Background: an optimization exercise with open tools, aiming at small area, a short achievable clock period and few clock cycles per item. Do not read the settings as production practice. In this exercise RTL edits were held to simulation tests only and were not proved equivalent to the original.

==> flow/design.v (excerpt) <==
module open_addressing_hash_table_core (
  input  logic clk,
  input  logic rst,
  input  logic cfg_we,
  input  logic [1:0] cfg_index,
  input  logic [6:0] cfg_data,
  input  logic s_axis_tvalid,
  output logic s_axis_tready,
  input  logic [63:0] s_axis_tdata,
  input  logic s_axis_tuser,
  output logic m_axis_tvalid,
  input  logic m_axis_tready,
  output logic [47:0] m_axis_tdata
);
  localparam int NL = 8;     
  localparam logic [2:0] ST_INSERTED = 3'd0;
  localparam logic [2:0] ST_DUPLICATE = 3'd1;
  localparam logic [2:0] ST_REHASHED = 3'd2;
  localparam logic [2:0] ST_FOUND = 3'd3;
  localparam logic [2:0] ST_NOT_FOUND = 3'd4;
  localparam logic [2:0] ST_FULL = 3'd5;
  localparam logic [111:0] CK = {7'd64, 7'd92, 7'd84, 7'd76, 7'd68, 7'd60, 7'd52, 7'd44, 7'd36, 7'd28, 7'd21, 7'd15, 7'd10, 7'd6, 7'd3, 7'd1};
  localparam logic [95:0] CK11 = {6'd9, 6'd4, 6'd7, 6'd10, 6'd2, 6'd5, 6'd8, 6'd0, 6'd3, 6'd6, 6'd10, 6'd4, 6'd10, 6'd6, 6'd3, 6'd1};
  localparam logic [185:0] RT11 = {6'd1, 6'd6, 6'd3, 6'd7, 6'd9, 6'd10, 6'd5, 6'd8, 6'd4, 6'd2, 6'd1, 6'd6, 6'd3, 6'd7, 6'd9, 6'd10, 6'd5, 6'd8, 6'd4, 6'd2, 6'd1, 6'd6, 6'd3, 6'd7, 6'd9, 6'd10, 6'd5, 6'd8, 6'd4, 6'd2, 6'd1};
  localparam logic [185:0] RT19 = {6'd11, 6'd15, 6'd17, 6'd18, 6'd9, 6'd14, 6'd7, 6'd13, 6'd16, 6'd8, 6'd4, 6'd2, 6'd1, 6'd10, 6'd5, 6'd12, 6'd6, 6'd3, 6'd11, 6'd15, 6'd17, 6'd18, 6'd9, 6'd14, 6'd7, 6'd13, 6'd16, 6'd8, 6'd4, 6'd2, 6'd1};
  localparam logic [95:0] CK19 = {6'd7, 6'd16, 6'd8, 6'd0, 6'd11, 6'd3, 6'd14, 6'd6, 6'd17, 6'd9, 6'd2, 6'd15, 6'd10, 6'd6, 6'd3, 6'd1};
  function automatic logic [5:0] addmod(input logic [5:0] a, input logic [5:0] b,
                                        input logic [6:0] mm);
  ...
For scale: roughly 25000 cells after synthesis, roughly 6800 flip-flops, ~130 I/O pins, ~330000 um^2 of cells after synthesis.
Settings: LEC_CHECK=0, CAP_MARGIN=30, CORE_MARGIN=2, CORE_UTILIZATION=35, SETUP_SLACK_MARGIN=5, SLEW_MARGIN=30, TNS_END_PERCENT=100; clock period 10.0 ns.
run.sh (not shown) runs the stock make flow with config.mk's settings and CLKGATE_MAP_FILE= SYNTH_SCRIPT=/design/flow/synth_recipe.tcl, a recipe that flattens the netlist after the stock synthesis.
The starting point produced a layout that fails on capacitance limit, slew limit.
Testbench counts at the start, summed over its fixed seeds: cycles 20,293, items 9,600.
Change:
- SETUP_SLACK_MARGIN: 5 -> not set
- TNS_END_PERCENT: 100 -> not set
Now the flow completed, yet does not pass: slew limit.
Synthesized area is unchanged.
Via count decreases by 3.4%.
Clock skew goes down by 0.030 ns.
Die area does not change.

========
Setup of run A:
open_addressing_hash_table_core again, from the RTL that the note above started with.
clock: 10.0 ns
lec_check: 0
cap_margin: 50
core_margin: 2
core_utilization: 35
setup_slack_margin: 4.5
slew_margin: 50
tns_end_percent: 100
Testbench counts of run A, summed over its fixed seeds: cycles 20,293, items 9,600.
Relative to run A, the following input files were edited for run B:
# run A
export LEC_CHECK = 0
export CAP_MARGIN = 50
export CORE_MARGIN = 2
export CORE_UTILIZATION = 35
export SETUP_SLACK_MARGIN = 4.5
export SLEW_MARGIN = 50
export TNS_END_PERCENT = 100
create_clock -name core_clock -period 10.0 [get_ports {clk}]
# run B
export LEC_CHECK = 0
export CAP_MARGIN = 50
export CORE_MARGIN = 2
export CORE_UTILIZATION = 35
export SETUP_SLACK_MARGIN = 4
export SLEW_MARGIN = 50
export TNS_END_PERCENT = 100
create_clock -name core_clock -period 10.0 [get_ports {clk}]
[summary]
Relative to run A, non-clock buffer count in the final layout decreased by 204 in run B.
Relative to run A, non-filler instance count after layout has gone down in run B.
Lower design area goes to run B over run A.

## what the ideal ports hide
The results above use ideal ports. As a check the final layouts listed here were re-extracted and re-timed, cells and wires unchanged.
Step 1: set_driving_cell puts a clkbuf_16 on clk and a buf_2 on each other input, an assumption about the parent block.
Step 2 moves the port delays by t, midway between the first and last clock arrival at a register: inputs arrive t later, outputs are due t later. That takes back most of the time a late clock gives input paths.
Three values: ideal, step 1, step 2; two values: the first two.
run	shift t [ns]	setup WS [ns]	slew at the worst register clock pin (ns)	worst data-port slew with drivers (ns)
the first run of note 1	1.386	4.265 / 4.265 / 3.846	0.08 / 0.08	0.21
the second run of note 1	1.331	2.228 / 2.228 / 1.774	0.07 / 0.07	0.16
run A	1.331	4.155 / 4.155 / 3.560	0.08 / 0.08	0.20
run B	1.287	3.844 / 3.844 / 3.033	0.08 / 0.08	0.20
For run B, which loses most, drivers alone change the setup slack by 0.000 ns; drivers and shift together by -0.811 ns.
